From an optimization exercise on the open Yosys and OpenROAD flow, aimed at small area, a short achievable clock period and few clock cycles; shortcuts taken in it are not production practice.
Function was checked by simulation only, so behaviour that the tests miss may differ from the original.
Power and IR drop assume default switching activity.

===== run.sh =====
#!/bin/bash
# synth_recipe.tcl (not shown) runs the flow's synth.tcl, then flattens the netlist and writes it again
# the make line also repeats each setting of config.mk as NAME=value (left out here)
make -C /OpenROAD-flow-scripts/flow DESIGN_CONFIG=/design/flow/config.mk WORK_HOME=/design/flow/orfs CLKGATE_MAP_FILE= SYNTH_SCRIPT=/design/flow/synth_recipe.tcl finish

===== config.mk =====
export PLATFORM = sky130hd
export DESIGN_NAME = tetris_board_renderer
export DESIGN_NICKNAME = tetris_board_renderer
export VERILOG_FILES = /design/flow/design.v
export SDC_FILE = /design/flow/constraint.sdc
export NUM_CORES = 4
export LEC_CHECK = 0
export ABC_AREA = 1
export CAP_MARGIN = 20
export CORE_MARGIN = 2
export CORE_UTILIZATION = 55
export PLACE_DENSITY = 0.65
export SETUP_SLACK_MARGIN = 3.5
export SLEW_MARGIN = 20

===== constraint.sdc =====
create_clock -name core_clock -period 5.5 [get_ports {CLOCK_50}]
set_input_delay 1.1000 -clock core_clock [delete_from_list [all_inputs] [get_ports {CLOCK_50}]]
set_output_delay 1.1000 -clock core_clock [all_outputs]
set_load 0.01 [all_outputs]

===== design.v =====
package tetris_pkg;
    localparam int BOARD_W = 10;
    localparam int BOARD_H = 20;
    typedef logic [3:0] col_t;
    typedef logic [4:0] row_t;
    localparam col_t LAST_COL = col_t'(BOARD_W - 1);
    localparam row_t LAST_ROW = row_t'(BOARD_H - 1);
    localparam logic [23:0] RGB_BORDER     = 24'h808080;
    localparam logic [23:0] RGB_BACKGROUND = 24'h000000;
    function automatic logic [23:0] palette(input logic [2:0] c);
        logic [23:0] rgb;
        case (c)
            3'd0:     rgb = 24'h202020;
            3'd1:     rgb = 24'h00FFFF;
            3'd2:     rgb = 24'hFFFF00;
            3'd3:     rgb = 24'hA000F0;
            3'd4:     rgb = 24'h00F000;
            3'd5:     rgb = 24'hF00000;
            3'd6:     rgb = 24'h0000F0;
            3'd7:     rgb = 24'hF0A000;
            default: rgb = RGB_BACKGROUND;
        endcase
        palette = rgb;
    endfunction
endpackage
module board_bulk_fsm
(
    input  logic clk,
    input  logic reset,
    input  logic i_clr_req,
    input  logic i_shift_req,
    input  logic [4:0] i_shift_row,
    output logic o_busy,
    output logic o_op_done,
    output logic o_wr_ready,
    output logic o_clr_go,
    output logic o_shift_go
);
    logic r_op_done;
    always_comb begin
        o_clr_go   = i_clr_req;
        o_shift_go = !i_clr_req && i_shift_req && (i_shift_row <= tetris_pkg::LAST_ROW);
    end
    always_ff @(posedge clk) begin
        if (reset)
            r_op_done <= 1'b0;
        else
            r_op_done <= o_clr_go || o_shift_go;
    end
    assign o_busy     = 1'b0;
    assign o_wr_ready = 1'b1;
    assign o_op_done  = r_op_done;
endmodule
module tetris_board_renderer
(
    input  logic       CLOCK_50,
    input  logic       reset,
    input  logic [9:0] i_x,
    input  logic [8:0] i_y,
    output logic [7:0] o_r,
    output logic [7:0] o_g,
    output logic [7:0] o_b,
    input  logic       bus_wr_valid,
    output logic       bus_wr_ready,
    input  logic [3:0] bus_wr_col,
    input  logic [4:0] bus_wr_row,
    input  logic [2:0] bus_wr_color,
    input  logic       bus_clr_req,
    input  logic       bus_shift_req,
    input  logic [4:0] bus_shift_row,
    output logic       bus_busy,
    output logic       bus_op_done
);
    localparam int H = tetris_pkg::BOARD_H;
    localparam int W = tetris_pkg::BOARD_W;
    logic w_clr_go, w_shift_go;
    board_bulk_fsm u_bulk_fsm (
        .clk         (CLOCK_50),
        .reset       (reset),
        .i_clr_req   (bus_clr_req),
        .i_shift_req (bus_shift_req),
        .i_shift_row (bus_shift_row),
        .o_busy      (bus_busy),
        .o_op_done   (bus_op_done),
        .o_wr_ready  (bus_wr_ready),
        .o_clr_go    (w_clr_go),
        .o_shift_go  (w_shift_go)
    );
    logic         w_wipe;
    logic [H-1:0] w_sh, w_wdec, w_whit;
    logic [W-1:0] w_chit;
    logic [2:0]   w_color;
    always_comb begin
        w_wipe  = reset || w_clr_go;
        w_color = w_wipe ? 3'd0 : bus_wr_color;
        for (int c = 0; c < W; c++)
            w_chit[c] = w_wipe || (bus_wr_valid && (bus_wr_col == 4'(c)));
        for (int r = 0; r < H; r++) begin
            w_sh[r]   = !reset && w_shift_go && (5'(r) <= bus_shift_row);
            w_wdec[r] = w_wipe || (bus_wr_valid && (bus_wr_row == 5'(r)));
        end
        for (int r = 0; r < H; r++)
            w_whit[r] = (r > 0 && w_sh[r]) ? w_wdec[(r > 0) ? r - 1 : 0]
                                           : (w_wdec[r] && !w_sh[r]);
    end
    logic [H-1:0] r_p_sh, r_p_wdec, w_p_whit;
    logic [W-1:0] r_p_chit;
    logic [2:0]   r_p_color;
    always_ff @(posedge CLOCK_50) begin
        r_p_sh    <= w_sh;
        r_p_wdec  <= w_wdec;
        r_p_chit  <= w_chit;
        r_p_color <= w_color;
    end
    always_comb begin
        for (int r = 0; r < H; r++)
            w_p_whit[r] = (r > 0 && r_p_sh[r]) ? r_p_wdec[(r > 0) ? r - 1 : 0]
                                               : (r_p_wdec[r] && !r_p_sh[r]);
    end
    logic [2:0] r_cells [H][W];
    logic [2:0] w_next  [H][W];     
    always_comb begin
        for (int r = 0; r < H; r++)
            for (int c = 0; c < W; c++) begin
                if (w_p_whit[r] && r_p_chit[c])
                    w_next[r][c] = r_p_color;
                else if (r_p_sh[r])
                    w_next[r][c] = (r > 0) ? r_cells[(r > 0) ? r - 1 : 0][c] : 3'd0;
                else
                    w_next[r][c] = r_cells[r][c];
            end
    end
    always_ff @(posedge CLOCK_50) begin
        for (int r = 0; r < H; r++)
            for (int c = 0; c < W; c++)
                r_cells[r][c] <= w_next[r][c];
    end
    logic [H:0]   w_ydec;           
    logic [W-1:0] w_xdec;
    logic [H:0]   w_therm;          
    logic         w_in_board, w_in_box, w_fwd;
    always_comb begin
        for (int k = 0; k <= H; k++) begin
            w_ydec[k]  = (k < H) && (i_y[8:2] == 7'(k + 5));
            w_therm[k] = (5'(k) <= bus_shift_row);
        end
        for (int c = 0; c < W; c++)
            w_xdec[c] = (i_x[9:2] == 8'(c + 15));
        w_in_board = (i_x >= 10'd60) && (i_x <= 10'd99) && (i_y >= 9'd20) && (i_y <= 9'd99);
        w_in_box   = (i_x >= 10'd58) && (i_x <= 10'd101) && (i_y >= 9'd18) && (i_y <= 9'd101);
        w_fwd      = |(w_ydec[H-1:0] & w_whit) && |(w_xdec & w_chit);
    end
    logic         r_s1_in_board, r_s1_in_frame;
    logic [H-1:0] w_src;
    logic [W-1:0] r_s1_col;
    logic         r_s1_fwd;
    logic [2:0]   r_s1_fwd_color;
    logic [2:0]   r_s1_rowdata [W];
    always_comb begin
        for (int r = 0; r < H; r++)
            w_src[r] = (w_ydec[r + 1] && w_shift_go && w_therm[r + 1]) ||
                       (w_ydec[r] && !(w_shift_go && w_therm[r]));
    end
    always_ff @(posedge CLOCK_50) begin
        r_s1_in_board <= w_in_board;
        r_s1_in_frame <= w_in_box && !w_in_board;
        r_s1_col       <= w_xdec;
        r_s1_fwd       <= w_fwd;
        r_s1_fwd_color <= w_color;
        for (int c = 0; c < W; c++)
            for (int b = 0; b < 3; b++) begin
                logic [H-1:0] t_r;
                for (int r = 0; r < H; r++)
                    t_r[r] = w_next[r][c][b] && w_src[r];
                r_s1_rowdata[c][b] <= |t_r;
            end
    end
    logic [2:0] w_cell;
    always_comb begin
        logic [W-1:0] t_c;
        logic [2:0]   rd;
        for (int b = 0; b < 3; b++) begin
            for (int c = 0; c < W; c++)
                t_c[c] = r_s1_rowdata[c][b] && r_s1_col[c];
            rd[b] = |t_c;
        end
        w_cell = r_s1_fwd ? r_s1_fwd_color : rd;
    end
    logic [23:0] w_rgb;
    logic [3:0]  r_red, r_grn, r_blu;
    always_comb begin
        if (r_s1_in_board)
            w_rgb = tetris_pkg::palette(w_cell);
        else if (r_s1_in_frame)
            w_rgb = tetris_pkg::RGB_BORDER;
        else
            w_rgb = tetris_pkg::RGB_BACKGROUND;
    end
    always_ff @(posedge CLOCK_50) begin
        r_red <= {w_rgb[23], w_rgb[22], w_rgb[21], w_rgb[19]};
        r_grn <= {w_rgb[15], w_rgb[14], w_rgb[13], w_rgb[11]};
        r_blu <= {w_rgb[7],  w_rgb[6],  w_rgb[5],  w_rgb[3]};
    end
    assign o_r = {r_red[3], r_red[2], r_red[1], r_red[2], {4{r_red[0]}}};
    assign o_g = {r_grn[3], r_grn[2], r_grn[1], r_grn[2], {4{r_grn[0]}}};
    assign o_b = {r_blu[3], r_blu[2], r_blu[1], r_blu[2], {4{r_blu[0]}}};
endmodule

==> impl_metrics.env, run 1 <==
export IMPL_synth_top_area_share_pct=40.9
export IMPL_place_hpwl_um=73700
export IMPL_synth_seq_area_share_pct=40.9
export IMPL_mostFrequentLayoutCells="1,592 x nand2_1, 679 x dfxtp_1, 669 x o21ai_0"
export IMPL_grt_use_total_pct=37.3
export IMPL_die_height_um=255
export IMPL_coreArea_mm2=0.0627
export IMPL_reg2reg_slack_ps=3100
export IMPL_cts_buf_count=78
export IMPL_crit_path_max_incr_delay_ps=450
export IMPL_htree_depth=3
export IMPL_max_slew_violation_total_from_the_final_report=0
export IMPL_placed_cell_area_mm2=0.0358
export IMPL_critical_path_top_cell_by_count="nand2_1"
export IMPL_number_of_synthesized_flops_with_an_enable_pin=0
export IMPL_cp_required_ps=6000
export IMPL_whs_ps=515
export IMPL_die_width_um=255
export IMPL_port_buffers=64
export IMPL_cts_sink_count=709
export IMPL_cap_violations=0
export IMPL_cts_path_max_buffers=3
export IMPL_timing_critical_path_from="bus_wr_row[2]"
export IMPL_postSynthAreaPerCell_um2=6.68
export IMPL_synth_top_flop_cell="dfxtp_1"
export IMPL_power_leakage_nw=17.9
export IMPL_grtUsageMet3_pct=7.12
export IMPL_dp_slack_ps=1140
export IMPL_max_freq_mhz=382
export IMPL_finalHoldViolations=0
export IMPL_worst_r2r_endpoint="r_s1_rowdata[1][1]$_DFF_P_"
export IMPL_remaining_routing_drc_violations=0
export IMPL_met1_usage_in_global_routing_pct=48.7
export IMPL_grt_total_ovfl=0
export IMPL_routabilityCongestion=1.00
export IMPL_finalInstanceArea_mm2=0.0433
export IMPL_synthesis_instances=5191
export IMPL_initial_utilization_pct=55.3
export IMPL_crit_buf_inv=2
export IMPL_worst_hold_startpoint="r_cells[196][0]$_DFF_P_"
export IMPL_setup_tns_ps=0
export IMPL_worstPathArrival_ps=3120
export IMPL_r2r_worst_path_cells=11
export IMPL_holdPathStages=2
export IMPL_post_synth_main_area_contributors="dfxtp_1 41%, nand2_1 19%, o211ai_1 11%"
export IMPL_finalCoreUtilization_pct=69.1
export IMPL_yosys_cell_types_count=37
export IMPL_most_common_cell_after_layout_fill_and_taps_aside="nand2_1"
export IMPL_clock_tree_root_cell="clkbuf_16"
export IMPL_antenna_found_initial=4
export IMPL_via_count_of_the_first_global_routing_pass=32279
export IMPL_critPathLaunchType="primary input"
export IMPL_dieArea_mm2=0.0651
export IMPL_worst_path_max_fanout=4
export IMPL_detail_route_iter0_violations=4174
export IMPL_grt_start_max_net_pins=89
export IMPL_routedWlPerCell_um=21.2
export IMPL_holdPathEnd="r_cells[196][0]$_DFF_P_"
export IMPL_worstSkewPairLatency_ps=620
export IMPL_fillerInstances=5372
export IMPL_firstDrtPassIters=7
export IMPL_postCtsHoldBufs=0
export IMPL_postSynth_asyncResetShare_pct=0
export IMPL_critPathTopFamily="simple AND/OR/NAND/NOR gates"
export IMPL_tritoncts="done"
export IMPL_vdd_ir_drop_worst_mv=0.264
export IMPL_run_status="timing/DRC/antenna clean"
export IMPL_slew_headroom_pct=43.8
export IMPL_synth_top_area_cell="dfxtp_1"
export IMPL_synthToLayoutAreaGrowth_pct=25.0
export IMPL_finalSetupViolations=0
export IMPL_num_io_pins=68
export IMPL_final_min_clock_period_ps=2620
export IMPL_synthesis_nets=5237
export IMPL_rsz0062_at_grt="yes"
export IMPL_gr_max_usage_layer="met2"
export IMPL_layout_drive_gt1_share_pct=16.5
export IMPL_final_min_period_over_clock_period_pct=47.6
export IMPL_yosysWarnings=5
export IMPL_worst_pin_slew_ps=842
export IMPL_ys_ff_latch=709
export IMPL_grt_pass1_wl_um=185000
export IMPL_path_class="primary input to flip-flop"
export IMPL_fin_nets=5311
export IMPL_wirelength_um=131000
export IMPL_diode_count=0
export IMPL_worst_hold_path_type="flip-flop to flip-flop"
export IMPL_layout_setup_ws_ps=2880
export IMPL_total_power_divided_by_cell_area_mw_per_mm2=290
export IMPL_worstPathCellList="clkdlybuf4s15_1 > inv_1 > nor2_1 > nand2_1 > nand2_1 > nand3_1 > nand2_1 > nor2_1 > nand2_1 > nor2_1 > nand3_1 > nor2_2 > nor2_2"
export IMPL_vias=36088
export IMPL_met2_usage_pct=58.5
export IMPL_mapped_cell_area_mm2=0.0347
export IMPL_rows=92
export IMPL_clock_skew_final_ps=12.7
export IMPL_setup_worst_path_end_class="flip-flop"
export IMPL_post_drt_via_cell_ratio=5.85
export IMPL_worstReg2RegStart="r_p_wdec[6]$_DFF_P_"
export IMPL_clk_transition_reported_paths_ps=60
export IMPL_cp_max_delay_cell="clkdlybuf4s15_1"
export IMPL_postRouteAntennaNets=0
## worst max-delay path by stage
stage | slack [ps] | endpoint | cells past startpoint
finish | 2880 | r_s1_fwd$_DFF_P_ | 13
detailed placement | 1140 | r_s1_rowdata[1][2]$_DFF_P_ | 14
global placement | 1190 | r_s1_rowdata[1][2]$_DFF_P_ | 14
floorplan | 3130 | r_s1_rowdata[0][0]$_DFF_P_ | 14
global route | 2770 | r_s1_rowdata[1][2]$_DFF_P_ | 14
CTS | 3070 | r_s1_rowdata[3][2]$_DFF_P_ | 17
## state kept, by name (all words and copies together) (netlist names)
register	cells
r_s1_rowdata	30
r_red	4
r_s1_col	10
r_p_sh	20
r_blu	4
r_cells	600
r_s1_fwd	1
r_s1_fwd_color	3
r_p_wdec	20
r_p_chit	10
r_s1_in_frame	1
r_grn	4
r_s1_in_board	1
u_bulk_fsm.r_op_done	1
## worst reg2reg max path: cells and delay by family, from the launching register on
kind	cells	cell delay, ps
AO/OA/AOI/OAI	3	850
buffers and inverters	1	70
flip-flops	1	330
AND/OR/NAND/NOR	7	1030
## report_power, final
part,switching (W),total [W],internal [W]
combinational,0.00102,0.00150,0.000478
clock,0.00217,0.00525,0.00308
sequential,0.000238,0.00580,0.00556
total,0.00343,0.0125,0.00912
## final cells by class
cell class	count	area [um2]	share of cell area, %
flip-flops and latches	709	14300	32.9
clock inverters	10	106	0.245
repair buffers	274	3400	7.84
clock buffers	126	2420	5.58
well taps	846	1060	2.44
multi-input cells	3558	19600	45.2
inverters	644	2490	5.75
## cells by family (layout without fill, tap and decap cells)
logic type,count (synthesis),count (layout),share of synthesized area (%)
simple gates,2209,2226,24.6
compound gates,1320,1324,23.6
buf+inv,945,1054,10.6
flops,709,709,40.9
fa+ha+maj,5,5,0.180
other cells,2,2,0.0217
mux,1,1,0.0325
## synthesized netlist by cell type, drive strengths merged, types with 2 or more instances
cell type / instances
nand2: 1798
o21ai: 710
dfxtp: 709
inv: 644
o211ai: 510
nor2: 258
clkbuf: 185
nand3: 125
buf: 116
a22o: 40
a21oi: 26
a22oi: 20
nor3: 17
nand4: 6
ha: 5
o31ai: 5
a221oi: 4
a31oi: 2
conb: 2
or2: 2
## per-layer routing
layer / vias to the layer above / share of wire, %
met5: - / 0.011
met4: 2 / 6.2
met3: 436 / 10
met2: 1818 / 43
met1: 16695 / 41
li1: 17137 / -
## repair_timing
action	4_1_cts	5_1_grt
setup buffers	96	39
pin swaps	106	207
endpoints found under the setup margin	442	76
hold endpoints to repair	0	0
gates cloned	26	11
gates resized for setup	630	363
## per-stage QoR
stage	total power, W	std cells
after global routing	0.0130	6167
after detailed placement	0.00713	5859
after CTS	0.0124	6117
after floorplan	0.00673	5191
final	0.0125	6167
after global placement	0.00711	5859
Testbench counts, summed over its fixed seeds: cycles 11,597.
==> run 2: changes to the inputs <==
--- a/design.v
+++ b/design.v
@@ -103,26 +103,21 @@
             w_whit[r] = (r > 0 && w_sh[r]) ? w_wdec[(r > 0) ? r - 1 : 0]
                                            : (w_wdec[r] && !w_sh[r]);
     end
-    logic [H-1:0] r_p_sh, r_p_wdec, w_p_whit;
+    logic [H-1:0] r_p_sh, r_p_whit;
     logic [W-1:0] r_p_chit;
     logic [2:0]   r_p_color;
     always_ff @(posedge CLOCK_50) begin
         r_p_sh    <= w_sh;
-        r_p_wdec  <= w_wdec;
+        r_p_whit  <= w_whit;
         r_p_chit  <= w_chit;
         r_p_color <= w_color;
     end
-    always_comb begin
-        for (int r = 0; r < H; r++)
-            w_p_whit[r] = (r > 0 && r_p_sh[r]) ? r_p_wdec[(r > 0) ? r - 1 : 0]
-                                               : (r_p_wdec[r] && !r_p_sh[r]);
-    end
     logic [2:0] r_cells [H][W];
     logic [2:0] w_next  [H][W];     
     always_comb begin
         for (int r = 0; r < H; r++)
             for (int c = 0; c < W; c++) begin
-                if (w_p_whit[r] && r_p_chit[c])
+                if (r_p_whit[r] && r_p_chit[c])
                     w_next[r][c] = r_p_color;
                 else if (r_p_sh[r])
                     w_next[r][c] = (r > 0) ? r_cells[(r > 0) ? r - 1 : 0][c] : 3'd0;
@@ -138,7 +133,7 @@
     logic [H:0]   w_ydec;           
     logic [W-1:0] w_xdec;
     logic [H:0]   w_therm;          
-    logic         w_in_board, w_in_box, w_fwd;
+    logic         w_in_board, w_in_box;
     always_comb begin
         for (int k = 0; k <= H; k++) begin
             w_ydec[k]  = (k < H) && (i_y[8:2] == 7'(k + 5));
@@ -148,13 +143,11 @@
             w_xdec[c] = (i_x[9:2] == 8'(c + 15));
         w_in_board = (i_x >= 10'd60) && (i_x <= 10'd99) && (i_y >= 9'd20) && (i_y <= 9'd99);
         w_in_box   = (i_x >= 10'd58) && (i_x <= 10'd101) && (i_y >= 9'd18) && (i_y <= 9'd101);
-        w_fwd      = |(w_ydec[H-1:0] & w_whit) && |(w_xdec & w_chit);
     end
     logic         r_s1_in_board, r_s1_in_frame;
     logic [H-1:0] w_src;
     logic [W-1:0] r_s1_col;
-    logic         r_s1_fwd;
-    logic [2:0]   r_s1_fwd_color;
+    logic [4:0]   r_s1_yrow;
     logic [2:0]   r_s1_rowdata [W];
     always_comb begin
         for (int r = 0; r < H; r++)
@@ -165,8 +158,7 @@
         r_s1_in_board <= w_in_board;
         r_s1_in_frame <= w_in_box && !w_in_board;
         r_s1_col       <= w_xdec;
-        r_s1_fwd       <= w_fwd;
-        r_s1_fwd_color <= w_color;
+        r_s1_yrow      <= 5'(i_y[8:2] - 7'd5);
         for (int c = 0; c < W; c++)
             for (int b = 0; b < 3; b++) begin
                 logic [H-1:0] t_r;
@@ -176,15 +168,20 @@
             end
     end
     logic [2:0] w_cell;
+    logic       w_fwd;
     always_comb begin
         logic [W-1:0] t_c;
         logic [2:0]   rd;
+        w_fwd = 1'b0;
+        for (int r = 0; r < H; r++)
+            w_fwd = w_fwd || (r_s1_yrow == 5'(r) && r_p_whit[r]);
+        w_fwd = w_fwd && |(r_s1_col & r_p_chit);
         for (int b = 0; b < 3; b++) begin
             for (int c = 0; c < W; c++)
                 t_c[c] = r_s1_rowdata[c][b] && r_s1_col[c];
             rd[b] = |t_c;
         end
-        w_cell = r_s1_fwd ? r_s1_fwd_color : rd;
+        w_cell = w_fwd ? r_p_color : rd;
     end
     logic [23:0] w_rgb;
     logic [3:0]  r_red, r_grn, r_blu;
--- a/config.mk
+++ b/config.mk
@@ -10,5 +10,5 @@
 export CORE_MARGIN = 2
 export CORE_UTILIZATION = 55
 export PLACE_DENSITY = 0.65
-export SETUP_SLACK_MARGIN = 3.5
+export SETUP_SLACK_MARGIN = 3.1
 export SLEW_MARGIN = 20
==> run 2 against run 1 <==
Against the previous run: largest power group unchanged; critical path depth increased by 3; routed wire length decreased by 0.84%; clock skew increased by 7.6 ps; total power increased by 4.1%; die area decreased by 6.5%; critical path type unchanged; sequential power increased by 4.5%.
==> impl_metrics.env, run 2 <==
export IMPL_coreArea_mm2=0.0579
export IMPL_finalInstanceArea_mm2=0.0388
export IMPL_grt_total_ovfl=0
export IMPL_firstDrtPassIters=7
export IMPL_cts_buf_count=77
export IMPL_worst_hold_path_type="flip-flop to flip-flop"
export IMPL_vdd_ir_drop_worst_mv=0.284
export IMPL_placed_cell_area_mm2=0.0336
export IMPL_finalHoldViolations=0
export IMPL_slew_headroom_pct=39.8
export IMPL_final_min_period_over_clock_period_pct=46.7
export IMPL_met2_usage_pct=63.7
export IMPL_yosysWarnings=5
export IMPL_largest_register="r_cells"
export IMPL_clock_skew_final_ps=20.3
export IMPL_final_min_clock_period_ps=2570
export IMPL_synthesis_instances=4623
export IMPL_yosys_cell_types_count=44
export IMPL_postSynthAreaPerCell_um2=7.00
export IMPL_critical_path_top_cell_by_count="nand2_8"
export IMPL_fin_nets=4709
export IMPL_finalSetupViolations=0
export IMPL_synth_compound_gate_area_share_pct=21.9
export IMPL_initial_utilization_pct=55.9
export IMPL_most_common_cell_after_layout_fill_and_taps_aside="nand2_1"
export IMPL_yosys_area_share_adder_pct=0.348
export IMPL_ys_ff_latch=713
export IMPL_synth_simple_gate_area_share_pct=26.9
export IMPL_synth_top_flop_cell="dfxtp_1"
export IMPL_worstReg2RegStart="r_p_color[1]$_SDFF_PP0_"
export IMPL_postRouteAntennaNets=0
export IMPL_num_io_pins=68
export IMPL_synth_cells_most_frequent="1,350 x nand2_1, 713 x dfxtp_1, 541 x o21ai_0"
export IMPL_cap_violations=0
export IMPL_worstSkewPairLatency_ps=640
export IMPL_routabilityCongestion=0.978
export IMPL_place_hpwl_um=80400
export IMPL_cts_sink_count=713
export IMPL_seq_area_mm2=0.0143
export IMPL_synth_xor_area_share_pct=0.0812
export IMPL_critPathLaunchType="primary input"
export IMPL_grt_pass1_wl_um=189000
export IMPL_synthesis_nets=4673
export IMPL_synth_seq_area_share_pct=44.1
export IMPL_met1_usage_in_global_routing_pct=53.6
export IMPL_clock_tree_root_cell="clkbuf_16"
export IMPL_vias=34080
export IMPL_total_power_divided_by_cell_area_mw_per_mm2=337
export IMPL_postSynth_asyncResetShare_pct=0
export IMPL_gr_max_usage_layer="met2"
export IMPL_largest_registers="r_cells x600, r_s1_rowdata x30"
export IMPL_r2r_worst_path_cells=7
export IMPL_worst_pin_slew_ps=903
export IMPL_max_slew_violation_total_from_the_final_report=0
export IMPL_mapped_cell_area_mm2=0.0324
export IMPL_grt_start_max_net_pins=84
export IMPL_rows=88
export IMPL_max_reg_flops=600
export IMPL_reg2reg_slack_ps=3050
export IMPL_mostFrequentLayoutCells="1,305 x nand2_1, 691 x dfxtp_1, 535 x o21ai_0"
export IMPL_routedWlPerCell_um=23.6
export IMPL_crit_path_end="r_s1_rowdata[5][2]$_DFF_P_"
export IMPL_die_width_um=247
export IMPL_worstPathArrival_ps=3070
export IMPL_setup_worst_path_end_class="flip-flop"
export IMPL_tritoncts="done"
export IMPL_combined_area_of_the_multi_input_logic_cells_mm2=0.0173
export IMPL_post_synth_main_area_contributors="dfxtp_1 44%, nand2_1 16%, o21ai_0 8.4%"
export IMPL_layout_drive_gt1_share_pct=12.5
export IMPL_grtUsageMet3_pct=7.39
export IMPL_synthToLayoutAreaGrowth_pct=19.9
export IMPL_run_status="timing/DRC/antenna clean"
export IMPL_most_frequent_cell_after_synthesis="nand2_1"
export IMPL_worst_path_max_fanout=8
export IMPL_worst_r2r_endpoint="r_s1_rowdata[0][1]$_DFF_P_"
export IMPL_htree_depth=3
export IMPL_setup_tns_ps=0
export IMPL_diode_count=0
export IMPL_cp_max_delay_cell="nor3_4"
export IMPL_synth_top_area_cell="dfxtp_1"
export IMPL_power_leakage_nw=16.5
export IMPL_timing_critical_path_from="bus_shift_row[2]"
export IMPL_max_freq_mhz=389
export IMPL_fillerInstances=5096
export IMPL_worstPathCellList="buf_12 > inv_16 > nand2_8 > nand2_8 > nand2_8 > buf_8 > inv_8 > buf_6 > nand3_4 > o21ai_4 > buf_12 > nand2_2 > nand2_1 > nand3b_1 > nor3_4 > nand3_1"
export IMPL_cts_path_max_buffers=3
export IMPL_post_drt_via_cell_ratio=6.22
export IMPL_cp_required_ps=6000
export IMPL_dieArea_mm2=0.0608
export IMPL_wirelength_um=130000
export IMPL_number_of_synthesized_flops_with_an_enable_pin=0
export IMPL_die_height_um=247
export IMPL_crit_path_max_incr_delay_ps=400
export IMPL_port_buffers=65
export IMPL_remaining_routing_drc_violations=0
export IMPL_antenna_found_initial=1
export IMPL_detail_route_iter0_violations=4419
export IMPL_grt_use_total_pct=41.0
export IMPL_via_count_of_the_first_global_routing_pass=30633
export IMPL_synth_area_mux_share_pct=0.0348
export IMPL_path_class="primary input to flip-flop"
export IMPL_synth_top_area_share_pct=44.1
export IMPL_synth_top_family_by_area="simple AND/OR/NAND/NOR gates"
export IMPL_rsz0062_at_grt="yes"
export IMPL_clk_transition_reported_paths_ps=60
run 2: cell count changes in the layout (fill, tap and decap cells not counted), sizes merged, moves of 50 or more:
cell	delta
a31oi	+132
buf	-50
inv	-424
nand2	-453
nand4	+106
nor2	+253
o211ai	-361
o21ai	-145
o22ai	+238
run 2: area by class of cell:
type                    count  share of cell area, %
clock buffers             113                   5.94
inverters                 224                   2.53
repair buffers            245                   6.76
clock inverters            22                  0.742
flip-flops and latches    713                   36.9
multi-input cells        3395                   44.6
well taps                 765                   2.47
repair inverters            3                 0.0742
run 2: metal layers:
layer	wire length [um]	share of wire, %
met2	56700	44
met3	12700	9.8
met4	8510	6.6
met1	51600	40
met5	12	0.0093
run 2: where the power goes:
group | internal (W) | switching (W) | total [W]
combinational | 0.000512 | 0.00110 | 0.00161
sequential | 0.00570 | 0.000362 | 0.00606
clock | 0.00318 | 0.00220 | 0.00539
run 2: worst min-delay path by stage:
stage                                       start                 endpoint  depth (start not counted)
after global placement    r_cells[191][1]$_DFF_P_  r_cells[191][1]$_DFF_P_                          2
after floorplan           r_cells[191][2]$_DFF_P_  r_cells[191][2]$_DFF_P_                          2
after CTS                  r_cells[80][0]$_DFF_P_   r_cells[90][0]$_DFF_P_                          2
after detailed placement   r_cells[80][0]$_DFF_P_   r_cells[90][0]$_DFF_P_                          2
after global routing      r_cells[195][2]$_DFF_P_  r_cells[195][2]$_DFF_P_                          2
final                     r_cells[191][1]$_DFF_P_  r_cells[191][1]$_DFF_P_                          2
run 2: kinds of logic (layout without fill, tap and decap cells):
logic type      after synthesis  after routing
simple gates               2157           2160
buf+inv                     525            607
mux                           1              1
fa+ha+maj                     9              9
other cells                   2              2
xor+xnor                      3              3
flops                       713            713
compound gates             1213           1220
run 2: per-stage QoR:
stage	power (W)	setup slack [ps]	cells	hold WS (ps)	utilization (%)
2_1_floorplan	0.00705	3080	4623	453	-
3_3_place_gp	0.00755	1200	5223	475	57.9
3_5_place_dp	0.00757	1130	5223	483	57.9
4_1_cts	0.0129	3080	5443	491	65.6
5_1_grt	0.0135	2930	5480	512	67.0
6_report	0.0131	2930	5480	494	67.0
run 2: what timing repair did:
action | in CTS | in global routing
setup endpoints to repair | 74 | 50
hold buffers | 0 | 0
cloned | 17 | 5
pin swaps | 58 | 73
endpoints found under the hold margin | 0 | 0
resized for setup | 315 | 142
buffers inserted | 68 | 32
run 2: worst max-delay path: cells and delay by family:
kind | cells | cell delay, ps
AO/OA/AOI/OAI | 1 | 140
buffers and inverters | 6 | 600
AND/OR/NAND/NOR | 9 | 1190
Testbench counts of run 2, summed over its fixed seeds: cycles 11,597.
==> run 3: changes to the inputs <==
==> flow/run.sh (new file) <==
#!/bin/bash
# Layout flow: the standard flow (standard.sh, all steps, unchanged
# synthesis), except that the port buffers are inserted as
# sky130_fd_sc_hd__buf_4. The default pick is a delay cell
# (clkdlybuf4s50_1), which the footprint-matched resizer cannot later swap
# for a real buffer, so it stays on every input and output path.
# Each tool's full output goes to standard.log in the work folder.
set -euo pipefail
bash standard.sh BUFFER_PORTS_ARGS="-buffer_cell sky130_fd_sc_hd__buf_4" finish > standard.log 2>&1
==> standard.sh (new file) <==
#!/bin/bash
# synth_recipe.tcl (not shown) runs the flow's synth.tcl, then flattens the netlist and writes it again
# the make line also repeats each setting of config.mk as NAME=value (left out here)
make -C /OpenROAD-flow-scripts/flow DESIGN_CONFIG=/design/flow/config.mk WORK_HOME=/design/flow/orfs CLKGATE_MAP_FILE= SYNTH_SCRIPT=/design/flow/synth_recipe.tcl "${@:-finish}"
--- a/config.mk
+++ b/config.mk
@@ -10,5 +10,5 @@
 export CORE_MARGIN = 2
 export CORE_UTILIZATION = 55
 export PLACE_DENSITY = 0.65
-export SETUP_SLACK_MARGIN = 3.1
+export SETUP_SLACK_MARGIN = 3.4
 export SLEW_MARGIN = 20
removed: run.sh
==> run 3 against run 2 <==
Against the previous run: still clean; cell area is 3.2% higher; setup slack better by 8.5 ps; via count is 2.0% higher; highest routed layer unchanged.
==> impl_metrics.env, run 3 <==
export IMPL_most_frequent_cell_after_synthesis="nand2_1"
export IMPL_grt_total_ovfl=0
export IMPL_wirelength_um=136000
export IMPL_critical_path_top_cell_by_count="nand2_1"
export IMPL_yosys_cell_types_count=44
export IMPL_remaining_routing_drc_violations=0
export IMPL_synth_simple_gate_area_share_pct=26.9
export IMPL_port_buffers=65
export IMPL_routedWlPerCell_um=24.5
export IMPL_routabilityCongestion=0.978
export IMPL_num_io_pins=68
export IMPL_worstReg2RegStart="r_p_sh[3]$_DFF_P_"
export IMPL_finalCoreUtilization_pct=69.1
export IMPL_layout_drive_gt1_share_pct=16.3
export IMPL_max_slew_violation_total_from_the_final_report=0
export IMPL_cts_buf_count=75
export IMPL_synth_top_flop_cell="dfxtp_1"
export IMPL_total_power_divided_by_cell_area_mw_per_mm2=322
export IMPL_max_freq_mhz=391
export IMPL_dieArea_mm2=0.0608
export IMPL_fillerInstances=4838
export IMPL_crit_path_max_incr_delay_ps=400
export IMPL_synthesis_nets=4673
export IMPL_rows=88
export IMPL_die_height_um=247
export IMPL_coreArea_mm2=0.0579
export IMPL_postRouteAntennaNets=0
export IMPL_grt_start_max_net_pins=109
export IMPL_worst_pin_slew_ps=1110
export IMPL_cp_required_ps=5990
export IMPL_yosys_area_share_adder_pct=0.348
export IMPL_ys_ff_latch=713
export IMPL_detail_route_iter0_violations=4246
export IMPL_timing_critical_path_from="i_y[6]"
export IMPL_slew_headroom_pct=25.8
export IMPL_post_drt_via_cell_ratio=6.27
export IMPL_vias=34756
export IMPL_synth_xor_area_share_pct=0.0812
export IMPL_via_count_of_the_first_global_routing_pass=31005
export IMPL_synthToLayoutAreaGrowth_pct=23.7
export IMPL_synth_compound_gate_area_share_pct=21.9
export IMPL_number_of_synthesized_flops_with_an_enable_pin=0
export IMPL_fin_nets=4775
export IMPL_worstPathArrival_ps=3050
export IMPL_yosysWarnings=5
export IMPL_cap_violations=0
export IMPL_synthesis_instances=4623
export IMPL_final_min_period_over_clock_period_pct=46.6
export IMPL_synth_top_family_by_area="simple AND/OR/NAND/NOR gates"
export IMPL_synth_seq_area_share_pct=44.1
export IMPL_antenna_found_initial=1
export IMPL_final_cell_count_no_fill=5545
export IMPL_setup_tns_ps=0
export IMPL_die_width_um=247
export IMPL_worst_hold_path_type="flip-flop to flip-flop"
export IMPL_clk_transition_reported_paths_ps=60
export IMPL_largest_registers="r_cells x600, r_s1_rowdata x30"
export IMPL_mapped_cell_area_mm2=0.0324
export IMPL_rsz0062_at_grt="yes"
export IMPL_htree_depth=3
export IMPL_most_common_cell_after_layout_fill_and_taps_aside="nand2_1"
export IMPL_cp_max_delay_cell="nor3_4"
export IMPL_dp_slack_ps=1810
export IMPL_tritoncts="done"
export IMPL_final_min_clock_period_ps=2560
export IMPL_worst_hold_startpoint="r_cells[23][1]$_DFF_P_"
export IMPL_layout_setup_ws_ps=2940
export IMPL_initial_utilization_pct=55.9
export IMPL_path_class="primary input to flip-flop"
export IMPL_synth_top_area_cell="dfxtp_1"
export IMPL_worstSkewPairLatency_ps=620
export IMPL_synth_area_mux_share_pct=0.0348
export IMPL_critPathLaunchType="primary input"
export IMPL_clock_skew_final_ps=22.0
export IMPL_largest_register="r_cells"
export IMPL_power_leakage_nw=17.0
export IMPL_worstPathCellList="buf_4 > clkinvlp_4 > nand2_8 > clkinv_8 > nand3_4 > o21ai_4 > buf_12 > nand2_1 > nand2_1 > nand3b_1 > nor3_4 > nand3_1"
export IMPL_synth_top_area_share_pct=44.1
export IMPL_postSynth_asyncResetShare_pct=0
export IMPL_dpl_cell_count=5216
export IMPL_cts_path_max_buffers=3
export IMPL_grt_use_total_pct=42.4
export IMPL_postCtsHoldBufs=0
export IMPL_post_synth_main_area_contributors="dfxtp_1 44%, nand2_1 16%, o21ai_0 8.4%"
export IMPL_cts_sink_count=713
export IMPL_place_hpwl_um=78700
export IMPL_finalHoldViolations=0
export IMPL_max_reg_flops=600
export IMPL_worst_path_max_fanout=15
export IMPL_run_status="timing/DRC/antenna clean"
export IMPL_grt_pass1_wl_um=195000
export IMPL_finalSetupViolations=0
export IMPL_synth_cells_most_frequent="1,350 x nand2_1, 713 x dfxtp_1, 541 x o21ai_0"
export IMPL_postSynthAreaPerCell_um2=7.00
export IMPL_vdd_ir_drop_worst_mv=0.287
export IMPL_mostFrequentLayoutCells="1,292 x nand2_1, 663 x dfxtp_1, 529 x o21ai_0"
export IMPL_setup_worst_path_end_class="flip-flop"
export IMPL_firstDrtPassIters=6
export IMPL_clock_tree_root_cell="clkbuf_16"
run 3: cell families after synthesis:
group | count (synthesis)
buffers and inverters | 525
AND/OR/NAND/NOR | 2157
adder cells (fa/ha/maj) | 9
XOR/XNOR | 3
flip-flops | 713
AO/OA/AOI/OAI | 1213
multiplexers | 1
other | 2
run 3: repair_timing:
| action | in CTS | in global routing |
|---|---|---|
| pin swaps | 76 | 81 |
| endpoints found under the setup margin | 98 | 72 |
| resized for setup | 375 | 131 |
| gates cloned | 25 | 5 |
| setup buffers | 124 | 43 |
run 3: metrics by stage:
stage | area (um2) | hold WS, ps | power [W]
6_report | 40000 | 492 | 0.0129
5_1_grt | 40000 | 511 | 0.0133
4_1_cts | 39000 | 484 | 0.0127
3_5_place_dp | 33500 | 484 | 0.00753
3_3_place_gp | 33400 | 481 | 0.00752
2_1_floorplan | 32600 | 453 | 0.00705
run 3: report_power, final:
part           switching [W]  internal [W]
clock                0.00219       0.00297
combinational        0.00113      0.000548
sequential          0.000358       0.00569
total                0.00368       0.00921
run 3: critical path, delay by kind of cell:
| kind | cells | cell delay, ps |
|---|---|---|
| AO/OA/AOI/OAI | 1 | 90 |
| AND/OR/NAND/NOR | 7 | 1260 |
| buffers and inverters | 4 | 570 |
run 3: area by class of cell:
class                           count  area, um2  area share (%)
Inverter                          224       1000            2.50
Multi-Input combinational cell   3399      17700            44.2
Clock buffer                      112       2290            5.72
Sequential cell                   713      14400            36.0
Tap cell                          765        957            2.39
Timing Repair inverter              3       26.3          0.0656
Antenna cell                        1       2.50         0.00625
Clock inverter                     19        158           0.394
Timing Repair Buffer              309       3500            8.75
run 3: routing by layer:
metal	up-vias	part of all wire, %	track usage, %
li1	16027	-	-
met1	15964	39	54.3
met2	2230	43	64.3
met3	533	11	8.85
met4	2	8.0	28.3
met5	-	0.048	0.817
run 3: final timing paths:
check | end | cells after the start | slack (ps)
hold reg to reg | r_cells[33][1]$_DFF_P_ | 2 | 490
setup reg to reg | r_s1_rowdata[4][2]$_DFF_P_ | 9 | 3120
hold / removal | r_cells[33][1]$_DFF_P_ | 2 | 490
setup / recovery | r_s1_rowdata[4][2]$_DFF_P_ | 12 | 2940
==> run 4: changes to the inputs <==
--- a/config.mk
+++ b/config.mk
@@ -10,5 +10,5 @@
 export CORE_MARGIN = 2
 export CORE_UTILIZATION = 55
 export PLACE_DENSITY = 0.65
-export SETUP_SLACK_MARGIN = 3.4
+export SETUP_SLACK_MARGIN = 3.1
 export SLEW_MARGIN = 20
==> run 4 against run 3 <==
Against the previous run: still clean; clock skew up 17 ps; maximum frequency up 5.8%; worst hold slack worse by 9.2 ps; critical path depth up 4; combinational power down 8%; sequential cell count unchanged; sequential share of layout area up 1.8 points; core utilization down 3.5 points; sequential power about the same; register-to-register slack better by 20 ps; critical endpoint is now r_s1_rowdata[4][0]$_DFF_P_; largest cell class unchanged; largest power group unchanged.
==> impl_metrics.env, run 4 <==
export IMPL_power_leakage_nw=16.1
export IMPL_routabilityCongestion=0.962
export IMPL_postSynth_asyncResetShare_pct=0
export IMPL_cap_violations=0
export IMPL_worstPathCellList="buf_12 > inv_16 > nand2_8 > nand2_8 > nand2_8 > clkinv_8 > buf_6 > nand2_4 > nand4_1 > o21ai_4 > buf_12 > buf_8 > nand2_2 > nand2_2 > nor3_4 > nand3_1"
export IMPL_most_common_cell_after_layout_fill_and_taps_aside="nand2_1"
export IMPL_place_hpwl_um=81800
export IMPL_rows=88
export IMPL_critPathLaunchType="primary input"
export IMPL_cts_buf_count=77
export IMPL_via_count_of_the_first_global_routing_pass=30224
export IMPL_final_min_period_over_clock_period_pct=44.0
export IMPL_r2r_worst_path_cells=7
export IMPL_yosys_cell_types_count=44
export IMPL_reg2reg_slack_ps=3140
export IMPL_synthesis_instances=4623
export IMPL_worstReg2RegStart="r_p_color[1]$_SDFF_PP0_"
export IMPL_detail_route_iter0_violations=4250
export IMPL_setup_tns_ps=0
export IMPL_synth_top_flop_cell="dfxtp_1"
export IMPL_setup_worst_path_end_class="flip-flop"
export IMPL_die_height_um=247
export IMPL_postRouteAntennaNets=0
export IMPL_worstPathArrival_ps=2900
export IMPL_rsz0062_at_grt="yes"
export IMPL_whs_ps=483
export IMPL_cp_num_cells=16
export IMPL_synth_top_area_share_pct=44.1
export IMPL_worst_r2r_endpoint="r_s1_rowdata[5][1]$_DFF_P_"
export IMPL_grt_total_ovfl=0
export IMPL_dp_slack_ps=1920
export IMPL_grt_start_max_net_pins=102
export IMPL_cts_path_max_buffers=3
export IMPL_worst_path_max_fanout=7
export IMPL_crit_path_max_incr_delay_ps=370
export IMPL_mostFrequentLayoutCells="1,315 x nand2_1, 682 x dfxtp_1, 536 x o21ai_0"
export IMPL_wirelength_um=130000
export IMPL_die_width_um=247
export IMPL_layout_setup_ws_ps=3080
export IMPL_routedWlPerCell_um=23.8
export IMPL_synthesis_nets=4673
export IMPL_dpl_cell_count=5226
export IMPL_slew_headroom_pct=22.5
export IMPL_largest_register="r_cells"
export IMPL_post_synth_main_area_contributors="dfxtp_1 44%, nand2_1 16%, o21ai_0 8.4%"
export IMPL_vias=33744
export IMPL_cp_required_ps=5980
export IMPL_postSynthAreaPerCell_um2=7.00
export IMPL_synth_top_area_cell="dfxtp_1"
export IMPL_firstDrtPassIters=8
export IMPL_max_slew_violation_total_from_the_final_report=0
export IMPL_antenna_found_initial=4
export IMPL_cp_max_delay_cell="nor3_4"
export IMPL_worst_hold_path_type="flip-flop to flip-flop"
export IMPL_holdPathStages=2
export IMPL_synth_cells_most_frequent="1,350 x nand2_1, 713 x dfxtp_1, 541 x o21ai_0"
export IMPL_worst_pin_slew_ps=1160
export IMPL_synthToLayoutAreaGrowth_pct=17.4
export IMPL_mapped_cell_area_mm2=0.0324
export IMPL_timing_critical_path_from="bus_shift_row[2]"
export IMPL_initial_utilization_pct=55.9
export IMPL_synth_seq_area_share_pct=44.1
export IMPL_clock_skew_final_ps=39.0
export IMPL_remaining_routing_drc_violations=0
export IMPL_ys_ff_latch=713
export IMPL_coreArea_mm2=0.0579
export IMPL_holdPathEnd="r_cells[191][1]$_DFF_P_"
export IMPL_critical_path_top_cell_by_count="nand2_8"
export IMPL_vdd_ir_drop_worst_mv=0.235
export IMPL_finalHoldViolations=0
export IMPL_final_cell_count_no_fill=5459
export IMPL_postCtsHoldBufs=0
export IMPL_path_class="primary input to flip-flop"
export IMPL_final_min_clock_period_ps=2420
export IMPL_num_io_pins=68
export IMPL_worstSkewPairLatency_ps=640
export IMPL_max_freq_mhz=413
export IMPL_fin_nets=4686
export IMPL_dieArea_mm2=0.0608
export IMPL_layout_drive_gt1_share_pct=12.6
export IMPL_post_drt_via_cell_ratio=6.18
export IMPL_port_buffers=65
export IMPL_crit_buf_inv=6
export IMPL_cts_sink_count=713
export IMPL_grt_use_total_pct=41.2
export IMPL_worst_hold_startpoint="r_cells[191][1]$_DFF_P_"
export IMPL_number_of_synthesized_flops_with_an_enable_pin=0
export IMPL_finalSetupViolations=0
export IMPL_tritoncts="done"
export IMPL_run_status="timing/DRC/antenna clean"
export IMPL_most_frequent_cell_after_synthesis="nand2_1"
export IMPL_yosysWarnings=5
export IMPL_max_reg_flops=600
export IMPL_htree_depth=3
export IMPL_grt_pass1_wl_um=189000
export IMPL_clk_transition_reported_paths_ps=60
export IMPL_largest_registers="r_cells x600, r_s1_rowdata x30"
export IMPL_clock_tree_root_cell="clkbuf_16"
export IMPL_critPathTopFamily="simple AND/OR/NAND/NOR gates"
export IMPL_total_power_divided_by_cell_area_mw_per_mm2=337
## run 4: cell count changes in the layout (fill, tap and decap cells not counted), sizes merged, moves of 2 or more
cell      change
buf          -78
bufbuf        -6
clkbuf        -2
clkinv        +3
clkinvlp      -5
inv           +3
o22ai         -3
## run 4: worst register-to-register path, delay by kind of cell (launching register included)
kind | cells | cell delay (ps)
AND/OR/NAND/NOR | 3 | 370
flip-flops | 1 | 780
buffers and inverters | 1 | 680
AO/OA/AOI/OAI | 3 | 480
## run 4: worst max path at each step
stage | endpoint | slack, ps
CTS | r_s1_rowdata[6][2]$_DFF_P_ | 3080
global route | r_s1_rowdata[4][0]$_DFF_P_ | 3030
floorplan | r_s1_rowdata[5][2]$_DFF_P_ | 3080
detailed placement | r_s1_rowdata[4][1]$_DFF_P_ | 1920
global placement | r_s1_rowdata[4][1]$_DFF_P_ | 1930
finish | r_s1_rowdata[4][0]$_DFF_P_ | 3080
## run 4: final cells by class
class                           instances  area (um2)
Sequential cell                       713       14300
Antenna cell                            2        5.00
Fill cell                            5246       19900
Tap cell                              765         957
Inverter                              224         961
Clock buffer                          112        2260
Clock inverter                         23         199
Multi-Input combinational cell       3396       17100
Timing Repair Buffer                  223        2170
Timing Repair inverter                  1        6.26
## run 4: through the flow
| step | total power, W | util, % | cell area [um2] |
|---|---|---|---|
| final | 0.0128 | 65.6 | 38000 |
| after global routing | 0.0132 | 65.6 | 38000 |
| after CTS | 0.0127 | 63.8 | 36900 |
| after detailed placement | 0.00757 | 57.7 | 33400 |
| after global placement | 0.00756 | 57.7 | 33400 |
| after floorplan | 0.00705 | - | 32600 |
## run 4: power by group
part	internal, W	leakage, nW	total (W)	switching [W]
combinational	0.000491	8.99	0.00155	0.00106
sequential	0.00570	5.90	0.00608	0.000380
clock	0.00299	1.22	0.00517	0.00218
## run 4: kinds of logic after synthesis
family,after synthesis,share of synthesized area [%]
AO/OA/AOI/OAI,1213,21.9
XOR/XNOR,3,0.0812
adder cells (fa/ha/maj),9,0.348
buffers and inverters,525,6.55
flip-flops,713,44.1
multiplexers,1,0.0348
other,2,0.0232
AND/OR/NAND/NOR,2157,26.9
## run 4: metal layers
metal	part of all wire [%]	wire, um	GRT usage (%)
met3	12	15200	9.13
met4	6.3	8210	21.9
met1	39	51000	55.0
met2	43	55400	61.9
met5	0.025	32	0
## run 4: what timing repair did
item,4_1_cts,5_1_grt
gates cloned,12,2
hold endpoints to repair,0,0
pin swaps,30,43
setup buffers,35,47
endpoints found under the setup margin,47,40
gates resized for setup,164,147
==> run 5: changes to the inputs <==
--- a/config.mk
+++ b/config.mk
@@ -8,7 +8,9 @@
 export ABC_AREA = 1
 export CAP_MARGIN = 20
 export CORE_MARGIN = 2
-export CORE_UTILIZATION = 55
-export PLACE_DENSITY = 0.65
-export SETUP_SLACK_MARGIN = 3.1
+export CORE_UTILIZATION = 60
+export CTS_CLUSTER_DIAMETER = 80
+export CTS_CLUSTER_SIZE = 24
+export PLACE_DENSITY = 0.7
+export SETUP_SLACK_MARGIN = 3.2
 export SLEW_MARGIN = 20
==> run 5 against run 4 <==
Against the previous run: via count grew 2.3%; core utilization up 4.8 points; cell count is 1.9% lower; total power decreased by 15%; sequential cell count unchanged; register-to-register slack better by 30 ps; area after synthesis is the same; clock power is 39% lower; die area is 8.2% lower; non-clock buffer count grew 46; count of clock-buffer cells in the layout is 69 lower.
==> impl_metrics.env, run 5 <==
export IMPL_run_status="timing/DRC/antenna clean"
export IMPL_switching_share_pct=30.3
export IMPL_die_width_um=236
export IMPL_cap_violations=0
export IMPL_clock_skew_final_ps=27.9
export IMPL_power_internal_w=0.00757
export IMPL_crit_path_max_incr_delay_ps=290
export IMPL_power_net_switching_w=0.00329
export IMPL_mapped_cell_area_mm2=0.0324
export IMPL_htree_depth=2
export IMPL_vdd_ir_drop_worst_mv=0.277
export IMPL_path_class="primary input to flip-flop"
export IMPL_max_freq_mhz=409
export IMPL_synthesis_instances=4623
export IMPL_initial_utilization_pct=60.4
export IMPL_cp_num_cells=15
export IMPL_finalHoldViolations=0
export IMPL_combinationalPowerShare_pct=15.0
export IMPL_synth_top_area_cell="dfxtp_1"
export IMPL_grt_pass1_wl_um=190000
export IMPL_synth_xor_area_share_pct=0.0812
export IMPL_synth_top_family_by_area="simple AND/OR/NAND/NOR gates"
export IMPL_antenna_found_initial=3
export IMPL_num_io_pins=68
export IMPL_power_leakage_nw=15.9
export IMPL_setup_worst_path_end_class="flip-flop"
export IMPL_worst_r2r_endpoint="r_s1_rowdata[4][1]$_DFF_P_"
export IMPL_die_height_um=236
export IMPL_finalSetupViolations=0
export IMPL_remaining_routing_drc_violations=0
export IMPL_grt_use_total_pct=44.4
export IMPL_critical_path_top_cell_by_count="nand2_8"
export IMPL_most_common_cell_after_layout_fill_and_taps_aside="nand2_1"
export IMPL_rows=85
export IMPL_worst_hold_path_type="flip-flop to flip-flop"
export IMPL_wirelength_um=131000
export IMPL_r2r_worst_path_cells=9
export IMPL_rsz0062_at_grt="yes"
export IMPL_largest_register="r_cells"
export IMPL_final_min_period_over_clock_period_pct=44.5
export IMPL_ys_ff_latch=713
export IMPL_worstSkewPairLatency_ps=620
export IMPL_synth_seq_area_share_pct=44.1
export IMPL_number_of_synthesized_flops_with_an_enable_pin=0
export IMPL_worstReg2RegStart="r_p_sh[8]$_DFF_P_"
export IMPL_final_min_clock_period_ps=2450
export IMPL_synth_top_flop_cell="dfxtp_1"
export IMPL_seq_power_share_pct=55.9
export IMPL_crit_path_end="r_s1_rowdata[9][2]$_DFF_P_"
export IMPL_routedWlPerCell_um=24.4
export IMPL_critPathTopFamily="simple AND/OR/NAND/NOR gates"
export IMPL_postSynth_asyncResetShare_pct=0
export IMPL_critPathLaunchType="primary input"
export IMPL_postSynthAreaPerCell_um2=7.00
export IMPL_worst_path_max_fanout=8
export IMPL_max_slew_violation_total_from_the_final_report=0
export IMPL_crit_buf_inv=5
export IMPL_clock_tree_root_cell="clkbuf_16"
export IMPL_yosys_cell_types_count=44
export IMPL_synth_top_area_share_pct=44.1
export IMPL_yosys_area_share_adder_pct=0.348
export IMPL_dieArea_mm2=0.0558
export IMPL_cp_max_delay_cell="nor2_1"
export IMPL_cp_required_ps=6010
export IMPL_most_frequent_cell_after_synthesis="nand2_1"
export IMPL_coreArea_mm2=0.0536
export IMPL_reg2reg_slack_ps=3170
export IMPL_worst_pin_slew_ps=865
export IMPL_mostFrequentLayoutCells="1,291 x nand2_1, 682 x dfxtp_1, 536 x o21ai_0"
export IMPL_fin_total_pwr_w=0.0109
export IMPL_tritoncts="done"
export IMPL_worstPathCellList="buf_12 > inv_16 > nand2_8 > nand2_8 > nand2_8 > inv_12 > o21ai_4 > nand4_1 > buf_4 > o21ai_4 > buf_12 > nand2_1 > nand4_1 > nor2_1 > nand3_2"
export IMPL_cts_path_max_buffers=3
export IMPL_via_count_of_the_first_global_routing_pass=30513
export IMPL_worstPathArrival_ps=2950
export IMPL_slew_headroom_pct=42.3
export IMPL_grt_total_ovfl=0
export IMPL_synthesis_nets=4673
export IMPL_fin_nets=4697
export IMPL_detail_route_iter0_violations=4367
export IMPL_grt_start_max_net_pins=65
export IMPL_postRouteAntennaNets=0
export IMPL_routabilityCongestion=0.989
export IMPL_p_clk_share_pct=29.2
export IMPL_vias=34510
export IMPL_diode_count=0
export IMPL_total_power_divided_by_cell_area_mw_per_mm2=288
export IMPL_cts_sink_count=713
export IMPL_firstDrtPassIters=9
export IMPL_cts_buf_count=37
export IMPL_synth_area_mux_share_pct=0.0348
export IMPL_port_buffers=65
export IMPL_max_reg_flops=600
export IMPL_synth_compound_gate_area_share_pct=21.9
export IMPL_post_drt_via_cell_ratio=6.44
export IMPL_place_hpwl_um=78800
export IMPL_yosysWarnings=5
export IMPL_clk_transition_reported_paths_ps=100
export IMPL_synthToLayoutAreaGrowth_pct=16.6
export IMPL_synth_simple_gate_area_share_pct=26.9
export IMPL_timing_critical_path_from="bus_shift_row[2]"
export IMPL_synth_cells_most_frequent="1,350 x nand2_1, 713 x dfxtp_1, 541 x o21ai_0"
export IMPL_layout_drive_gt1_share_pct=13.9
export IMPL_post_synth_main_area_contributors="dfxtp_1 44%, nand2_1 16%, o21ai_0 8.4%"
export IMPL_largest_registers="r_cells x600, r_s1_rowdata x30"
export IMPL_setup_tns_ps=0
==> run 5: power by group through the flow <==
stage,registers [W],clock network (W),logic (W)
2_1_floorplan,0.00597,0,0.00108
3_3_place_gp,0.00614,0,0.00138
3_5_place_dp,0.00615,0,0.00139
4_1_cts,0.00603,0.00314,0.00150
5_1_grt,0.00610,0.00333,0.00178
6_report,0.00606,0.00317,0.00163
==> run 5: area by class of cell <==
class                           instances  area [um2]
Clock inverter                          8         118
Tap cell                              696         871
Timing Repair inverter                  4        35.0
Sequential cell                       713       14300
Clock buffer                           43         958
Timing Repair Buffer                  269        2820
Inverter                              224        1010
Multi-Input combinational cell       3398       17600
Fill cell                            4501       15900
==> run 5: how the worst min path moves through the flow <==
| stage | start | end | slack [ps] | cells past startpoint |
|---|---|---|---|---|
| floorplan | r_cells[191][2]$_DFF_P_ | r_cells[191][2]$_DFF_P_ | 450 | 2 |
| global placement | r_cells[191][2]$_DFF_P_ | r_cells[191][2]$_DFF_P_ | 470 | 2 |
| detailed placement | r_cells[199][1]$_DFF_P_ | r_cells[199][1]$_DFF_P_ | 480 | 2 |
| CTS | r_cells[199][1]$_DFF_P_ | r_cells[199][1]$_DFF_P_ | 490 | 2 |
| global route | r_cells[191][2]$_DFF_P_ | r_cells[191][2]$_DFF_P_ | 510 | 2 |
| finish | r_cells[191][2]$_DFF_P_ | r_cells[191][2]$_DFF_P_ | 490 | 2 |
==> run 5: per-layer routing <==
metal / vias to the layer above / share of wire, % / track usage [%] / routed length (um)
li1: 15805 / - / - / -
met3: 581 / 12 / 9.67 / 15600
met1: 15850 / 37 / 56.9 / 49100
met5: - / 0.026 / 0 / 34
met2: 2268 / 42 / 68.0 / 55600
met4: 6 / 8.1 / 28.1 / 10600
==> run 5: timing repair <==
| action | 4_1_cts | 5_1_grt |
|---|---|---|
| endpoints found under the setup margin | 68 | 41 |
| hold endpoints to repair | 0 | 0 |
| cloned | 20 | 7 |
| hold buffers | 0 | 0 |
| setup buffers | 97 | 36 |
| resized for setup | 275 | 144 |
| pin swaps | 75 | 84 |
==> run 5: through the flow <==
step                std cells  util, %  hold WS (ps)  cell area, um2  setup slack [ps]
CTS                      5312     68.6           489           36800              3150
global route             5355     70.4           508           37700              3040
detailed placement       5144     62.1           476           33300              1810
floorplan                4623        -           453           32600              3080
finish                   5355     70.4           492           37700              3050
global placement         5144     62.1           470           33300              1790
==> run 5: logic make-up (layout without fill, tap and decap cells) <==
kind of cell	after synthesis	after routing
AND/OR/NAND/NOR	2157	2159
AO/OA/AOI/OAI	1213	1224
flip-flops	713	713
buffers and inverters	525	548
adder cells (fa/ha/maj)	9	9
XOR/XNOR	3	3
other	2	2
multiplexers	1	1
==> run 5: worst register-to-register path, cell delays in order, from the launching register on <==
cell        delay (ps)
dfxtp_1            320
buf_4              360
clkinvlp_4         300
buf_4              260
nor2_1             280
o22ai_1            160
nand2_1            100
nand4_1            150
nor2_4             200
nand3_2             90
==> run 6: changes to the inputs <==
--- a/design.v
+++ b/design.v
@@ -103,37 +103,34 @@
             w_whit[r] = (r > 0 && w_sh[r]) ? w_wdec[(r > 0) ? r - 1 : 0]
                                            : (w_wdec[r] && !w_sh[r]);
     end
-    logic [H-1:0] r_p_sh, r_p_whit;
+    logic [H-1:0] r_p_sh, r_p_wdec, w_p_whit;
     logic [W-1:0] r_p_chit;
     logic [2:0]   r_p_color;
     always_ff @(posedge CLOCK_50) begin
         r_p_sh    <= w_sh;
-        r_p_whit  <= w_whit;
+        r_p_wdec  <= w_wdec;
         r_p_chit  <= w_chit;
         r_p_color <= w_color;
     end
-    logic [2:0] r_cells [H][W];
-    logic [2:0] w_next  [H][W];     
     always_comb begin
         for (int r = 0; r < H; r++)
-            for (int c = 0; c < W; c++) begin
-                if (r_p_whit[r] && r_p_chit[c])
-                    w_next[r][c] = r_p_color;
-                else if (r_p_sh[r])
-                    w_next[r][c] = (r > 0) ? r_cells[(r > 0) ? r - 1 : 0][c] : 3'd0;
-                else
-                    w_next[r][c] = r_cells[r][c];
-            end
+            w_p_whit[r] = (r > 0 && r_p_sh[r]) ? r_p_wdec[(r > 0) ? r - 1 : 0]
+                                               : (r_p_wdec[r] && !r_p_sh[r]);
     end
+    logic [2:0] r_cells [H][W];
     always_ff @(posedge CLOCK_50) begin
         for (int r = 0; r < H; r++)
-            for (int c = 0; c < W; c++)
-                r_cells[r][c] <= w_next[r][c];
+            for (int c = 0; c < W; c++) begin
+                if (w_p_whit[r] && r_p_chit[c])
+                    r_cells[r][c] <= r_p_color;
+                else if (r_p_sh[r])
+                    r_cells[r][c] <= (r > 0) ? r_cells[(r > 0) ? r - 1 : 0][c] : 3'd0;
+            end
     end
     logic [H:0]   w_ydec;           
     logic [W-1:0] w_xdec;
     logic [H:0]   w_therm;          
-    logic         w_in_board, w_in_box;
+    logic         w_in_board, w_in_box, w_fwd;
     always_comb begin
         for (int k = 0; k <= H; k++) begin
             w_ydec[k]  = (k < H) && (i_y[8:2] == 7'(k + 5));
@@ -143,45 +140,37 @@
             w_xdec[c] = (i_x[9:2] == 8'(c + 15));
         w_in_board = (i_x >= 10'd60) && (i_x <= 10'd99) && (i_y >= 9'd20) && (i_y <= 9'd99);
         w_in_box   = (i_x >= 10'd58) && (i_x <= 10'd101) && (i_y >= 9'd18) && (i_y <= 9'd101);
+        w_fwd      = |(w_ydec[H-1:0] & w_whit) && |(w_xdec & w_chit);
     end
     logic         r_s1_in_board, r_s1_in_frame;
-    logic [H-1:0] w_src;
+    logic [H-1:0] r_s1_row;
     logic [W-1:0] r_s1_col;
-    logic [4:0]   r_s1_yrow;
-    logic [2:0]   r_s1_rowdata [W];
-    always_comb begin
-        for (int r = 0; r < H; r++)
-            w_src[r] = (w_ydec[r + 1] && w_shift_go && w_therm[r + 1]) ||
-                       (w_ydec[r] && !(w_shift_go && w_therm[r]));
-    end
+    logic         r_s1_fwd;
+    logic [2:0]   r_s1_fwd_color;
     always_ff @(posedge CLOCK_50) begin
         r_s1_in_board <= w_in_board;
         r_s1_in_frame <= w_in_box && !w_in_board;
+        for (int r = 0; r < H; r++)
+            r_s1_row[r] <= (w_ydec[r + 1] && w_shift_go && w_therm[r + 1]) ||
+                           (w_ydec[r] && !(w_shift_go && w_therm[r]));
         r_s1_col       <= w_xdec;
-        r_s1_yrow      <= 5'(i_y[8:2] - 7'd5);
-        for (int c = 0; c < W; c++)
-            for (int b = 0; b < 3; b++) begin
-                logic [H-1:0] t_r;
-                for (int r = 0; r < H; r++)
-                    t_r[r] = w_next[r][c][b] && w_src[r];
-                r_s1_rowdata[c][b] <= |t_r;
-            end
+        r_s1_fwd       <= w_fwd;
+        r_s1_fwd_color <= w_color;
     end
     logic [2:0] w_cell;
-    logic       w_fwd;
     always_comb begin
+        logic [H-1:0] t_r;
         logic [W-1:0] t_c;
         logic [2:0]   rd;
-        w_fwd = 1'b0;
-        for (int r = 0; r < H; r++)
-            w_fwd = w_fwd || (r_s1_yrow == 5'(r) && r_p_whit[r]);
-        w_fwd = w_fwd && |(r_s1_col & r_p_chit);
         for (int b = 0; b < 3; b++) begin
-            for (int c = 0; c < W; c++)
-                t_c[c] = r_s1_rowdata[c][b] && r_s1_col[c];
+            for (int c = 0; c < W; c++) begin
+                for (int r = 0; r < H; r++)
+                    t_r[r] = r_cells[r][c][b] && r_s1_row[r];
+                t_c[c] = |t_r && r_s1_col[c];
+            end
             rd[b] = |t_c;
         end
-        w_cell = w_fwd ? r_p_color : rd;
+        w_cell = r_s1_fwd ? r_s1_fwd_color : rd;
     end
     logic [23:0] w_rgb;
     logic [3:0]  r_red, r_grn, r_blu;
--- a/config.mk
+++ b/config.mk
@@ -14,3 +14,4 @@
 export PLACE_DENSITY = 0.7
 export SETUP_SLACK_MARGIN = 3.2
 export SLEW_MARGIN = 20
+export TNS_END_PERCENT = 10
==> run 6 against run 5 <==
Against the previous run: still clean on timing, DRC and antenna; maximum frequency is 0.89% lower; core utilization is 3.8 points lower; sequential power is 15% higher; critical path type is now flip-flop to flip-flop; critical endpoint is now r_cells[138][0]$_DFFE_PP_; largest power group unchanged.
==> impl_metrics.env, run 6 <==
export IMPL_synth_cells_most_frequent="2,048 x nand2_1, 619 x o21ai_0, 600 x edfxtp_1"
export IMPL_yosysWarnings=3
export IMPL_cts_path_max_buffers=3
export IMPL_total_power_divided_by_cell_area_mw_per_mm2=305
export IMPL_finalSetupViolations=0
export IMPL_worstSkewPairLatency_ps=620
export IMPL_grt_start_max_net_pins=127
export IMPL_clock_skew_final_ps=42.2
export IMPL_firstDrtPassIters=8
export IMPL_synth_top_area_cell="edfxtp_1"
export IMPL_ys_ff_latch=699
export IMPL_remaining_routing_drc_violations=0
export IMPL_port_buffers=64
export IMPL_detail_route_iter0_violations=4788
export IMPL_run_status="timing/DRC/antenna clean"
export IMPL_max_slew_violation_total_from_the_final_report=0
export IMPL_critPathLaunchType="flip-flop"
export IMPL_power_leakage_nw=16.5
export IMPL_worst_hold_path_type="flip-flop to flip-flop"
export IMPL_worstPathArrival_ps=2800
export IMPL_number_of_synthesized_flops_with_an_enable_pin=600
export IMPL_dieArea_mm2=0.0590
export IMPL_synthesis_instances=4123
export IMPL_clock_tree_root_cell="clkbuf_16"
export IMPL_postSynthAreaPerCell_um2=8.30
export IMPL_finalHoldViolations=0
export IMPL_whs_ps=512
export IMPL_most_frequent_cell_after_synthesis="nand2_1"
export IMPL_max_reg_flops=600
export IMPL_largest_register="r_cells"
export IMPL_synth_top_area_share_pct=52.6
export IMPL_die_width_um=243
export IMPL_setup_tns_ps=0
export IMPL_tritoncts="done"
export IMPL_cts_buf_count=38
export IMPL_postCtsHoldBufs=0
export IMPL_mapped_cell_area_mm2=0.0342
export IMPL_vdd_ir_drop_worst_mv=0.278
export IMPL_via_count_of_the_first_global_routing_pass=26878
export IMPL_yosys_cell_types_count=41
export IMPL_mostFrequentLayoutCells="2,033 x nand2_1, 603 x o21ai_0, 600 x edfxtp_1"
export IMPL_cp_required_ps=5840
export IMPL_worst_pin_slew_ps=1130
export IMPL_dpl_cell_count=4806
export IMPL_path_class="flip-flop to flip-flop"
export IMPL_vias=29716
export IMPL_num_io_pins=68
export IMPL_final_cell_count_no_fill=4925
export IMPL_antenna_found_initial=3
export IMPL_grt_total_ovfl=0
export IMPL_initial_utilization_pct=60.7
export IMPL_cts_sink_count=699
export IMPL_grt_use_total_pct=39.2
export IMPL_holdPathStages=2
export IMPL_postSynth_asyncResetShare_pct=0
export IMPL_fin_nets=4187
export IMPL_final_min_clock_period_ps=2470
export IMPL_max_freq_mhz=405
export IMPL_slew_headroom_pct=24.5
export IMPL_routabilityCongestion=0.982
export IMPL_clk_transition_reported_paths_ps=100
export IMPL_setup_worst_path_end_class="flip-flop"
export IMPL_postRouteAntennaNets=0
export IMPL_htree_depth=2
export IMPL_layout_drive_gt1_share_pct=8.33
export IMPL_r2r_worst_path_cells=5
export IMPL_rsz0062_at_grt="yes"
export IMPL_rows=87
export IMPL_most_common_cell_after_layout_fill_and_taps_aside="nand2_1"
export IMPL_final_min_period_over_clock_period_pct=44.9
export IMPL_synth_top_flop_cell="edfxtp_1"
run 6: cell types whose count changed after synthesis, sizes merged, moves of 98 or more:
cell    previous run  this run
a31oi            134         2
dfxtp            713        99
edfxtp             0       600
inv              212       106
clkbuf           204        99
o21ai            563       661
nand4            112         9
o211ai           149         1
nor2             512       280
o22ai            237         4
nand2           1358      2056
run 6: kinds of logic after synthesis:
kind of cell / count (synthesis) / synth area share, %
simple gates: 2432 / 27.3
flops: 699 / 58.4
fa+ha+maj: 5 / 0.183
buf+inv: 293 / 3.66
compound gates: 692 / 10.4
other cells: 2 / 0.0219
run 6: worst paths after layout:
| path | slack, ps | startpoint | end |
|---|---|---|---|
| min reg2reg | 510 | r_s1_in_frame$_DFF_P_ | r_red[3]$_DFF_P_ |
| max | 3030 | r_p_sh[13]$_DFF_P_ | r_cells[138][0]$_DFFE_PP_ |
| max reg2reg | 3030 | r_p_sh[13]$_DFF_P_ | r_cells[138][0]$_DFFE_PP_ |
| min | 510 | r_s1_in_frame$_DFF_P_ | r_red[3]$_DFF_P_ |
run 6: critical path: stages, from the launching register on:
cell,delay (ps)
dfxtp_1,390
clkinvlp_4,560
nand2_1,240
nand2_2,450
nand2_1,380
nand2_1,160
run 6: what timing repair did:
action	CTS	global route
endpoints found under the setup margin	688	553
pin swaps	31	16
gates resized for setup	127	23
buffers inserted	40	10
run 6: final cells by class:
class                           instances  area, um2
Antenna cell                            1       2.50
Clock buffer                           55       1100
Clock inverter                         12        125
Fill cell                            4766      18800
Inverter                              113        479
Multi-Input combinational cell       3131      13300
Sequential cell                       699      20100
Tap cell                              756        946
Timing Repair Buffer                  158       1500
run 6: power by group:
part | switching [W] | internal [W]
sequential | 0.000420 | 0.00655
combinational | 0.000890 | 0.000307
clock | 0.00183 | 0.00147
total | 0.00314 | 0.00832
run 6: routing by layer:
| layer | part of all wire [%] | GRT usage (%) |
|---|---|---|
| met1 | 37 | 53.7 |
| met2 | 43 | 58.6 |
| met3 | 15 | 10.5 |
| met4 | 5.4 | 18.1 |
| met5 | 0.0094 | 0 |
run 6: through the flow:
| stage | utilization [%] | power (W) | worst slack (ps) | instance area (um2) |
|---|---|---|---|---|
| 2_1_floorplan | - | 0.00768 | 3220 | 34200 |
| 6_report | 66.6 | 0.0115 | 3030 | 37500 |
| 3_5_place_dp | 62.5 | 0.00821 | 2180 | 35200 |
| 5_1_grt | 66.6 | 0.0118 | 3000 | 37500 |
| 3_3_place_gp | 62.5 | 0.00816 | 2190 | 35200 |
| 4_1_cts | 66.2 | 0.0114 | 2980 | 37300 |
Testbench counts of run 6, summed over its fixed seeds: cycles 11,597.

Setup slack of run 6, layout unchanged: 3.033 ns with ideal ports, 3.033 ns with driving cells assumed (clock clkbuf_16, inputs buf_2), 2.523 ns with port delays also shifted by the 0.664 ns mid clock arrival.
